What follows belongs to an exercise in optimizing a design on an open flow for small area, a short achievable clock period and few clock cycles per item; a production flow would make more cautious choices.
RTL that was checked went through simulation tests only; none was proved equivalent to the original.

== north ==
==> module scalar_kalman_filter, before the edit <==
module scalar_kalman_filter #(
  parameter int unsigned FRAC_BITS = 16
) (
  input  logic        clk_i,
  input  logic        rst_ni,
  input  logic        cfg_valid_i,
  output logic        cfg_ready_o,
  input  logic [0:0]  cfg_index_i,
  input  logic [31:0] cfg_data_i,
  input  logic        s_axis_tvalid,
  output logic        s_axis_tready,
  input  logic [31:0] s_axis_tdata,
  input  logic        s_axis_tuser,
  output logic        m_axis_tvalid,
  input  logic        m_axis_tready,
  output logic [31:0] m_axis_tdata
);
  localparam logic [32:0] RsRst = {1'b0, skf_pkg::MeasurementNoiseRst} + 33'h0_FFFF_FFFF;
  logic        prep_q, div_q, last_q, s2_q, d1_q, hor;
  logic        prep_d, div_d, last_d;
  logic [2:0]  cnt_q;
  logic        tready_q, out_valid_q, primed_q, pone_q, pass_q, rz_q, force_q;
  logic [31:0] q_q;
  logic [32:0] rs_q;
  logic [32:0] zd_q;
  logic [31:0] pp_q;
  logic [32:0] den_q;
  logic [33:0] rem_q;
  logic        bh_q;
  logic [47:0] accp_q, accx_q;
  logic        stall, take, bhi, blo, s1, s2, sat;
  logic [31:0] p_cur, x_cur, pp_now;
  logic [33:0] rem1, rem2;
  logic [47:0] xa, xb, xc, xs, pa, pb, pc, ps;
  logic        xcin, pcin1, pcin2;
  assign cfg_ready_o   = 1'b1;
  assign s_axis_tready = tready_q;
  assign m_axis_tvalid = out_valid_q;
  assign m_axis_tdata  = accx_q[47:16];
  assign stall = out_valid_q && !m_axis_tready;
  assign take  = tready_q && s_axis_tvalid;
  assign p_cur = pone_q ? 32'h0001_0000 : accp_q[47:16];
  assign x_cur = accx_q[47:16];
  assign hor   = (div_q && (cnt_q != 3'd0)) || last_q;
  assign s1 = !rem_q[33];
  skf_add #(.W(34)) u_step1 (
    .a_i({rem_q[32:0], 1'b0}), .b_i({1'b0, den_q} ^ {34{s1}}), .c_i(s1), .s_o(rem1)
  );
  assign s2 = !rem1[33];
  skf_add #(.W(34)) u_step2 (
    .a_i({rem1[32:0], 1'b0}), .b_i({1'b0, den_q} ^ {34{s2}}), .c_i(s2), .s_o(rem2)
  );
  assign bhi = bh_q && !force_q;
  assign blo = !rem_q[33] && !force_q;
  always_comb begin
    xcin = 1'b0;
    xc   = 48'd0;
    if (prep_q) begin
      xa   = {16'd0, p_cur};
      xb   = {16'd0, q_q};
    end else if (d1_q) begin
      xa   = {{15{zd_q[32]}}, zd_q};
      xb   = ~{{16{x_cur[31]}}, x_cur};
      xcin = 1'b1;
    end else begin
      xa = s2_q ? {{14{x_cur[31]}}, x_cur, 2'b00} : {accx_q[45:0], 2'b00};
      xb = (s2_q && force_q) ? {{13{zd_q[32]}}, zd_q, 2'b00}
         : (bhi ? {{14{zd_q[32]}}, zd_q, 1'b0} : 48'd0);
      xc = blo ? {{15{zd_q[32]}}, zd_q} : 48'd0;
    end
  end
  skf_csadd #(.W(48)) u_xadd (
    .a_i(xa), .b_i(xb), .c_i(xc), .ci1_i(1'b0), .ci2_i(xcin), .s_o(xs)
  );
  always_comb begin
    pc    = 48'd0;
    pcin1 = 1'b0;
    pcin2 = 1'b0;
    if (prep_q) begin
      pa    = {14'd0, 2'b11, p_cur};
      pb    = {16'd0, q_q};
      pc    = {15'd0, rs_q};
      pcin2 = 1'b1;
    end else begin
      pa    = s2_q ? (rz_q ? 48'd0 : {14'd0, pp_q, 2'b00}) : {accp_q[45:0], 2'b00};
      pb    = bhi ? ~{15'd0, pp_q, 1'b0} : 48'd0;
      pc    = blo ? ~{16'd0, pp_q} : 48'd0;
      pcin1 = bhi;
      pcin2 = blo;
    end
  end
  skf_csadd #(.W(48)) u_padd (
    .a_i(pa), .b_i(pb), .c_i(pc), .ci1_i(pcin1), .ci2_i(pcin2), .s_o(ps)
  );
  assign sat    = xs[32];
  assign pp_now = sat ? 32'hFFFF_FFFF : xs[31:0];
  assign prep_d = (take && !s_axis_tuser) || (prep_q && stall);
  assign div_d  = (prep_q && !stall) || (div_q && (cnt_q != 3'd7));
  assign last_d = div_q && (cnt_q == 3'd7);
  always_ff @(posedge clk_i or negedge rst_ni) begin
    if (!rst_ni) begin
      prep_q      <= 1'b0;
      div_q       <= 1'b0;
      last_q      <= 1'b0;
      s2_q        <= 1'b0;
      d1_q        <= 1'b0;
      cnt_q       <= 3'd0;
      tready_q    <= 1'b1;
      out_valid_q <= 1'b0;
      primed_q    <= 1'b0;
      pone_q      <= 1'b1;
      pass_q      <= 1'b0;
      rz_q        <= 1'b0;
      force_q     <= 1'b0;
      q_q         <= skf_pkg::ProcessNoiseRst;
      rs_q        <= RsRst;
    end else begin
      prep_q   <= prep_d;
      div_q    <= div_d;
      last_q   <= last_d;
      s2_q     <= div_q && (cnt_q == 3'd0);
      d1_q     <= prep_q && !stall;
      tready_q <= !prep_d && !div_d;
      cnt_q    <= div_q ? cnt_q + 3'd1 : 3'd0;
      if (cfg_valid_i) begin
        if (cfg_index_i[0]) begin
          rs_q <= {1'b0, cfg_data_i} + 33'h0_FFFF_FFFF;
          rz_q <= (cfg_data_i == 32'd0);
        end else begin
          q_q <= cfg_data_i;
        end
      end
      if (last_q)              out_valid_q <= 1'b1;
      else if (m_axis_tready)  out_valid_q <= 1'b0;
      if (take) begin
        if (s_axis_tuser) begin
          primed_q <= 1'b0;
          pone_q   <= 1'b1;
        end else begin
          primed_q <= 1'b1;
          pass_q   <= !primed_q;
          force_q  <= !primed_q || rz_q;
        end
      end
      if (prep_q && !stall && !pass_q) pone_q <= 1'b0;
    end
  end
  always_ff @(posedge clk_i) begin
    bh_q <= s2;
    if (prep_q) begin
      rem_q <= {2'b00, pp_now};
      den_q <= sat ? rs_q : ps[32:0];
      pp_q  <= pp_now;
    end else begin
      rem_q <= rem2;
    end
    if (tready_q) zd_q <= {s_axis_tdata[31], s_axis_tdata};
    else if (d1_q) zd_q <= xs[32:0];
    if (hor) begin
      accx_q <= xs;
      if (!pass_q) accp_q <= ps;
    end
  end
endmodule
==> flow/config.mk <==
export PLATFORM = sky130hd
export DESIGN_NAME = scalar_kalman_filter
export DESIGN_NICKNAME = scalar_kalman_filter
export VERILOG_FILES = /design/flow/design.v
export SDC_FILE = /design/flow/constraint.sdc
export NUM_CORES = 4
export LEC_CHECK = 0
export CAP_MARGIN = 20
export CORE_MARGIN = 2
export CORE_UTILIZATION = 40
export SETUP_SLACK_MARGIN = 5
export SLEW_MARGIN = 20
==> flow/constraint.sdc <==
create_clock -name core_clock -period 11.0 [get_ports {clk_i}]
set_input_delay 2.2000 -clock core_clock [delete_from_list [all_inputs] [get_ports {clk_i}]]
set_output_delay 2.2000 -clock core_clock [all_outputs]
set_load 0.01 [all_outputs]
run.sh (not shown) runs the stock make flow with config.mk's settings and CLKGATE_MAP_FILE= SYNTH_SCRIPT=/design/flow/synth_recipe.tcl, a recipe that flattens the netlist after the stock synthesis.
Testbench counts of north, summed over its fixed seeds: cycles 16,016, items 1,600.
## Diff of input files: south against north
diff --git a/flow/design.v b/flow/design.v
--- a/flow/design.v
+++ b/flow/design.v
@@ -47,17 +47,14 @@
   assign take  = tready_q && s_axis_tvalid;
   assign p_cur = pone_q ? 32'h0001_0000 : accp_q[47:16];
   assign x_cur = accx_q[47:16];
   assign hor   = (div_q && (cnt_q != 3'd0)) || last_q;
   assign s1 = !rem_q[33];
-  skf_add #(.W(34)) u_step1 (
-    .a_i({rem_q[32:0], 1'b0}), .b_i({1'b0, den_q} ^ {34{s1}}), .c_i(s1), .s_o(rem1)
-  );
-  assign s2 = !rem1[33];
-  skf_add #(.W(34)) u_step2 (
-    .a_i({rem1[32:0], 1'b0}), .b_i({1'b0, den_q} ^ {34{s2}}), .c_i(s2), .s_o(rem2)
-  );
+  assign rem1 = (d1_q ? {1'b0, pp_q, 1'b0} : {rem_q[32:0], 1'b0}) + ({1'b0, den_q} ^ {34{s1}})
+              + {33'd0, s1};
+  assign s2   = !rem1[33];
+  assign rem2 = {rem1[32:0], 1'b0} + ({1'b0, den_q} ^ {34{s2}}) + {33'd0, s2};
   assign bhi = bh_q && !force_q;
   assign blo = !rem_q[33] && !force_q;
   always_comb begin
     xcin = 1'b0;
     xc   = 48'd0;
@@ -151,16 +148,14 @@
       if (prep_q && !stall && !pass_q) pone_q <= 1'b0;
     end
   end
   always_ff @(posedge clk_i) begin
     bh_q <= s2;
+    rem_q <= {rem2[33] && !prep_q, rem2[32:0]};
     if (prep_q) begin
-      rem_q <= {2'b00, pp_now};
       den_q <= sat ? rs_q : ps[32:0];
       pp_q  <= pp_now;
-    end else begin
-      rem_q <= rem2;
     end
     if (tready_q) zd_q <= {s_axis_tdata[31], s_axis_tdata};
     else if (d1_q) zd_q <= xs[32:0];
     if (hor) begin
       accx_q <= xs;
## What came out
Going from north to south, routed length on met1 rose by about 2%; worst slew margin relative to its limit rose by 2.4 points; area share of xor/xnor cells in the synthesized design went up; area of all placed cells without fillers increased by about 0.66% relative to the old numbers.
[south vs north] number of logic inverters in the finished layout: higher in south
north has a higher final worst-path cycle share than south.
Routed wire in south totals less than in north.
Changes observed in south relative to north: clock insertion delay at the later pin of the skew report saw little to no change, arithmetic-cell share of the synthesized area counting full adders, half adders and majority gates saw a decrease.
Only the layout flow was run in south; the RTL was not checked for function there.

========
== old ==
The RTL this note starts from:
==> flow/design.v <==
package skf_pkg;
  localparam int unsigned DataW   = 32;
  localparam int unsigned CfgIdxW = 1;
  localparam logic [DataW-1:0] ProcessNoiseRst     = 32'd655;
  localparam logic [DataW-1:0] MeasurementNoiseRst = 32'd6554;
endpackage
module scalar_kalman_filter #(
  parameter int unsigned FRAC_BITS = 16
) (
  input  logic        clk_i,
  input  logic        rst_ni,
  input  logic        cfg_valid_i,
  output logic        cfg_ready_o,
  input  logic [0:0]  cfg_index_i,
  input  logic [31:0] cfg_data_i,
  input  logic        s_axis_tvalid,
  output logic        s_axis_tready,
  input  logic [31:0] s_axis_tdata,
  input  logic        s_axis_tuser,
  output logic        m_axis_tvalid,
  input  logic        m_axis_tready,
  output logic [31:0] m_axis_tdata
);
  localparam logic [32:0] RsRst = {1'b0, skf_pkg::MeasurementNoiseRst} + 33'h0_FFFF_FFFF;
  logic        prep_q, div_q, last_q, s2_q, hor;
  logic        prep_d, div_d, last_d;
  logic [2:0]  cnt_q;
  logic        cd_q, cl_q, cc_q, hfirst_q;
  logic        cd_d, cl_d, cc_d;
  logic [1:0]  lc_q;
  logic        conv_q, gv_q, pkv_q, hit_q, go_conv, start, nx_q, hold0;
  logic [15:0] g_q;
  logic        th, tl, ph, pl;
  logic        tready_q, out_valid_q, primed_q, pone_q, pass_q, rz_q, force_q;
  logic [31:0] q_q;
  logic [32:0] rs_q;
  logic [32:0] zd_q;
  logic [31:0] pp_q;
  logic [32:0] den_q;
  logic [33:0] rem_q;
  logic        bh_q;
  logic [47:0] accp_q, accx_q;
  logic        stall, take, bhi, blo, s1, s2, sat;
  logic [31:0] p_cur, x_cur, pp_now;
  logic [33:0] rem1, rem2;
  logic [47:0] xa, xb, xc, xs;
  logic [48:0] pa, pb, pc, ps;
  logic        xcin, pcin1, pcin2;
  assign cfg_ready_o   = 1'b1;
  assign s_axis_tready = tready_q;
  assign m_axis_tvalid = out_valid_q;
  assign m_axis_tdata  = accx_q[47:16];
  assign stall = out_valid_q && !m_axis_tready;
  assign take  = tready_q && s_axis_tvalid;
  assign start = take && !s_axis_tuser;
  assign p_cur = pone_q ? 32'h0001_0000 : (pkv_q ? den_q[31:0] : accp_q[47:16]);
  assign x_cur = accx_q[47:16];
  assign hor   = div_q || last_q;
  assign s1 = !rem_q[33];
  assign rem1 = (cd_q ? {1'b0, pp_q, 1'b0} : {rem_q[32:0], 1'b0}) + ({1'b0, den_q} ^ {34{s1}})
              + {33'd0, s1};
  assign s2   = !rem1[33];
  assign rem2 = {rem1[32:0], 1'b0} + ({1'b0, den_q} ^ {34{s2}}) + {33'd0, s2};
  assign bhi = bh_q && !force_q;
  assign blo = !rem_q[33] && !force_q;
  always_comb begin
    th = bhi;
    tl = blo;
    ph = 1'b0;
    pl = 1'b0;
    if (cl_q) begin
      case (lc_q)
        2'd0:    begin th = g_q[15]; tl = g_q[14]; ph = g_q[7]; pl = g_q[6]; end
        2'd1:    begin th = g_q[13]; tl = g_q[12]; ph = g_q[5]; pl = g_q[4]; end
        2'd2:    begin th = g_q[11]; tl = g_q[10]; ph = g_q[3]; pl = g_q[2]; end
        default: begin th = g_q[9];  tl = g_q[8];  ph = g_q[1]; pl = g_q[0]; end
      endcase
    end
  end
  always_comb begin
    xcin = 1'b0;
    xc   = 48'd0;
    if (prep_q) begin
      xa   = {16'd0, p_cur};
      xb   = {16'd0, q_q};
    end else if (cd_q) begin
      xa   = {{15{zd_q[32]}}, zd_q};
      xb   = ~{{16{x_cur[31]}}, x_cur};
      xcin = 1'b1;
    end else if (cc_q) begin
      xa   = {accx_q[39:0], 8'd0};
      xb   = accp_q;
    end else begin
      xa = hfirst_q ? {{14{x_cur[31]}}, x_cur, 2'b00} : {accx_q[45:0], 2'b00};
      xb = (s2_q && force_q) ? {{13{zd_q[32]}}, zd_q, 2'b00}
         : (th ? {{14{zd_q[32]}}, zd_q, 1'b0} : 48'd0);
      xc = tl ? {{15{zd_q[32]}}, zd_q} : 48'd0;
    end
  end
  skf_csadd #(.W(48)) u_xadd (
    .a_i(xa), .b_i(xb), .c_i(xc), .ci1_i(1'b0), .ci2_i(xcin), .s_o(xs)
  );
  always_comb begin
    pc    = 49'd0;
    pcin1 = 1'b0;
    pcin2 = 1'b0;
    if (prep_q) begin
      pa    = {15'd0, 2'b11, p_cur};
      pb    = {17'd0, q_q};
      pc    = {16'd0, rs_q};
      pcin2 = 1'b1;
    end else if (cc_q) begin
      pa    = {zd_q[31], zd_q[31:0], 16'hFFFF};
      pb    = ~{accx_q[39], accx_q[39:0], 8'd0};
      pc    = ~{accp_q[47], accp_q};
      pcin1 = 1'b1;
      pcin2 = 1'b1;
    end else if (cl_q) begin
      pa    = hfirst_q ? 49'd0 : {1'b0, accp_q[45:0], 2'b00};
      pb    = ph ? {{15{zd_q[32]}}, zd_q, 1'b0} : 49'd0;
      pc    = pl ? {{16{zd_q[32]}}, zd_q} : 49'd0;
    end else begin
      pa    = s2_q ? (rz_q ? 49'd0 : {15'd0, pp_q, 2'b00}) : {1'b0, accp_q[45:0], 2'b00};
      pb    = bhi ? ~{16'd0, pp_q, 1'b0} : 49'd0;
      pc    = blo ? ~{17'd0, pp_q} : 49'd0;
      pcin1 = bhi;
      pcin2 = blo;
    end
  end
  skf_csadd #(.W(49)) u_padd (
    .a_i(pa), .b_i(pb), .c_i(pc), .ci1_i(pcin1), .ci2_i(pcin2), .s_o(ps)
  );
  assign sat    = xs[32];
  assign pp_now = sat ? 32'hFFFF_FFFF : xs[31:0];
  assign go_conv = conv_q || hit_q;
  assign prep_d = (start && !conv_q) || (prep_q && stall);
  assign cd_d   = (start && conv_q && !cl_q) || (prep_q && !stall) || (cd_q && stall);
  assign div_d  = (cd_q && !stall && !go_conv) || (div_q && (cnt_q != 3'd7));
  assign last_d = div_q && (cnt_q == 3'd7);
  assign hold0  = cl_q && (lc_q == 2'd0) && stall;
  assign cl_d   = (cd_q && !stall && go_conv) || (cl_q && (lc_q != 2'd3)) || (cc_q && nx_q);
  assign cc_d   = cl_q && (lc_q == 2'd3);
  always_ff @(posedge clk_i or negedge rst_ni) begin
    if (!rst_ni) begin
      prep_q      <= 1'b0;
      div_q       <= 1'b0;
      last_q      <= 1'b0;
      s2_q        <= 1'b0;
      hit_q       <= 1'b0;
      cnt_q       <= 3'd0;
      cd_q        <= 1'b0;
      cl_q        <= 1'b0;
      cc_q        <= 1'b0;
      hfirst_q    <= 1'b0;
      lc_q        <= 2'd0;
      nx_q        <= 1'b0;
      conv_q      <= 1'b0;
      gv_q        <= 1'b0;
      pkv_q       <= 1'b0;
      tready_q    <= 1'b1;
      out_valid_q <= 1'b0;
      primed_q    <= 1'b0;
      pone_q      <= 1'b1;
      pass_q      <= 1'b0;
      rz_q        <= 1'b0;
      force_q     <= 1'b0;
      q_q         <= skf_pkg::ProcessNoiseRst;
      rs_q        <= RsRst;
    end else begin
      prep_q   <= prep_d;
      div_q    <= div_d;
      last_q   <= last_d;
      s2_q     <= cd_q && !stall && !go_conv;
      hit_q    <= prep_q && gv_q && (pp_now == pp_q);
      cd_q     <= cd_d;
      cl_q     <= cl_d;
      cc_q     <= cc_d;
      hfirst_q <= (cd_q && !stall) || (cc_q && nx_q) || hold0;
      tready_q <= !prep_d && !div_d && !cd_d && !(cl_d && !(cl_q && (lc_q == 2'd2)))
                  && !(cc_d && start);
      nx_q     <= cc_d && start;
      cnt_q    <= div_q ? cnt_q + 3'd1 : 3'd1;
      lc_q     <= (cl_q && !hold0) ? lc_q + 2'd1 : 2'd0;
      if (cd_q && !stall && hit_q) begin
        conv_q <= 1'b1;
        pkv_q  <= 1'b1;
      end
      if (last_q && !pass_q) begin
        pkv_q <= 1'b0;
        gv_q  <= !force_q;
      end
      if (cfg_valid_i) begin
        conv_q <= 1'b0;
        gv_q   <= 1'b0;
        if (cfg_index_i[0]) begin
          rs_q <= {1'b0, cfg_data_i} + 33'h0_FFFF_FFFF;
          rz_q <= (cfg_data_i == 32'd0);
        end else begin
          q_q <= cfg_data_i;
        end
      end
      if (last_q || cc_q)      out_valid_q <= 1'b1;
      else if (m_axis_tready)  out_valid_q <= 1'b0;
      if (take) begin
        if (s_axis_tuser) begin
          primed_q <= 1'b0;
          pone_q   <= 1'b1;
          conv_q   <= 1'b0;
          gv_q     <= 1'b0;
        end else begin
          primed_q <= 1'b1;
          pass_q   <= !primed_q;
          force_q  <= !primed_q || rz_q;
        end
      end
      if (prep_q && !stall && !pass_q) pone_q <= 1'b0;
    end
  end
  always_ff @(posedge clk_i) begin
    bh_q <= s2;
    rem_q <= {rem2[33] && !prep_q, rem2[32:0]};
    if (prep_q && !stall) begin
      den_q <= sat ? rs_q : ps[32:0];
      pp_q  <= pp_now;
    end else if (cd_q && !stall && hit_q) begin
      den_q <= {1'b0, p_cur};
    end
    if (tready_q) zd_q <= {s_axis_tdata[31], s_axis_tdata};
    else if (cd_q && !stall) zd_q <= xs[32:0];
    else if (cc_q && nx_q) zd_q <= ps[48:16];
    if (hor || (cl_q && !hold0) || cc_q) accx_q <= xs;
    if ((hor && !pass_q) || (cl_q && !hold0)) accp_q <= ps[47:0];
    if (hor) g_q <= {g_q[13:0], bh_q, !rem_q[33]};
  end
endmodule
module skf_csadd #(
  parameter int unsigned W = 32
) (
  input  logic [W-1:0] a_i,
  input  logic [W-1:0] b_i,
  input  logic [W-1:0] c_i,
  input  logic         ci1_i,
  input  logic         ci2_i,
  output logic [W-1:0] s_o
);
  logic [W-1:0] x, y;
  logic [W:0]   g, p;
  assign x = a_i ^ b_i ^ c_i;
  assign y = {(a_i[W-2:0] & b_i[W-2:0]) | (a_i[W-2:0] & c_i[W-2:0]) |
              (b_i[W-2:0] & c_i[W-2:0]), ci1_i};
  always_comb begin
    g = {x & y, ci2_i};
    p = {x ^ y, 1'b0};
    for (int d = 1; d <= W; d = d * 2) begin
      for (int i = 2 * d - 1; i <= W; i = i + 2 * d) begin
        g[i] = g[i] | (p[i] & g[i - d]);
        p[i] = p[i] & p[i - d];
      end
    end
    for (int d = 64; d >= 1; d = d / 2) begin
      for (int i = 3 * d - 1; i <= W; i = i + 2 * d) begin
        g[i] = g[i] | (p[i] & g[i - d]);
        p[i] = p[i] & p[i - d];
      end
    end
  end
  assign s_o = x ^ y ^ g[W-1:0];
endmodule
make LEC_CHECK=0 CAP_MARGIN=20 CORE_MARGIN=2 CORE_UTILIZATION=40 SETUP_SLACK_MARGIN=5 SLEW_MARGIN=20 finish   # period 11.0 ns
Inputs modified between old and new:
--- a/flow/design.v
+++ b/flow/design.v
@@ -29,5 +29,6 @@
   logic        cd_d, cl_d, cc_d;
   logic [1:0]  lc_q;
-  logic        conv_q, gv_q, pkv_q, hit_q, go_conv, start, nx_q, hold0;
+  logic        conv_q, gv_q, pkv_q, hit_q, go_conv, start, nx_q, hold0, hit_d;
+  logic [32:0] eq_a, eq_b, eq_k, eq_c;
   logic [15:0] g_q;
   logic        th, tl, ph, pl;
@@ -133,4 +134,9 @@
   assign sat    = xs[32];
   assign pp_now = sat ? 32'hFFFF_FFFF : xs[31:0];
+  assign eq_a = {1'b0, p_cur};
+  assign eq_b = {1'b0, q_q};
+  assign eq_k = {1'b0, pp_q};
+  assign eq_c = {(eq_a[31:0] & eq_b[31:0]) | ((eq_a[31:0] | eq_b[31:0]) & ~eq_k[31:0]), 1'b0};
+  assign hit_d = gv_q && ((&(~(eq_a ^ eq_b ^ eq_k ^ eq_c))) || (sat && (&pp_q)));
   assign go_conv = conv_q || hit_q;
   assign prep_d = (start && !conv_q) || (prep_q && stall);
@@ -172,5 +178,5 @@
       last_q   <= last_d;
       s2_q     <= cd_q && !stall && !go_conv;
-      hit_q    <= prep_q && gv_q && (pp_now == pp_q);
+      hit_q    <= prep_q && hit_d;
       cd_q     <= cd_d;
       cl_q     <= cl_d;
new reached the final stage; the timing, design-rule and antenna checks on its layout passed.
old has completed all stages; timing, DRC and antenna checks passed.
The run showing the smaller post-layout minimum cycle time is old.
In new, area of combinational cells with multiple inputs is higher than in old.
The final reports for new and old show via count of the first global-routing pass higher in the former.
Cell count of the worst hold path in new vs old: up 1
Summary of new over old: synthesized cell count saw an increase, wire length after detailed routing saw an increase, number of tap instances saw an increase.
new ended with less slack of the critical path than old.
Sort old and new by non-clock buffer contribution to total cell area, ascending, and new comes first.
Testbench counts of new, summed over its fixed seeds: cycles 9,297, items 1,600.
For old, only the layout was checked, not whether the RTL still works.

-- separate check: timing with driven ports --
How much do the figures lean on ideal ports? The routed layouts below were timed once more, with nothing changed but the port constraints.
Step 1 assumes that a clkbuf_16 drives the clock port and a buf_2 every other input.
Step 2 moves the port delays by t, midway between the first and last clock arrival at a register: inputs arrive t later, outputs are due t later. That takes back most of the time a late clock gives input paths.
a / b / c = no drivers / after step 1 / after step 2; a / b = the first two.
| run | t (ns) | setup WS [ns] | hold WS [ns] | clock arrival spread, ns |
|---|---|---|---|---|
| north | 0.619 | 4.942 / 4.942 / 4.942 | 0.465 / 0.465 / 0.465 | 0.027 / 0.027 |
| south | 0.610 | 5.185 / 5.185 / 5.185 | 0.478 / 0.478 / 0.478 | 0.021 / 0.022 |
| old | 0.656 | 4.394 / 4.394 / 4.394 | 0.448 / 0.448 / 0.448 | 0.024 / 0.024 |
| new | 0.672 | 4.344 / 4.344 / 4.344 | 0.446 / 0.446 / 0.446 | 0.038 / 0.038 |
After both steps setup and hold are still met in every run listed.
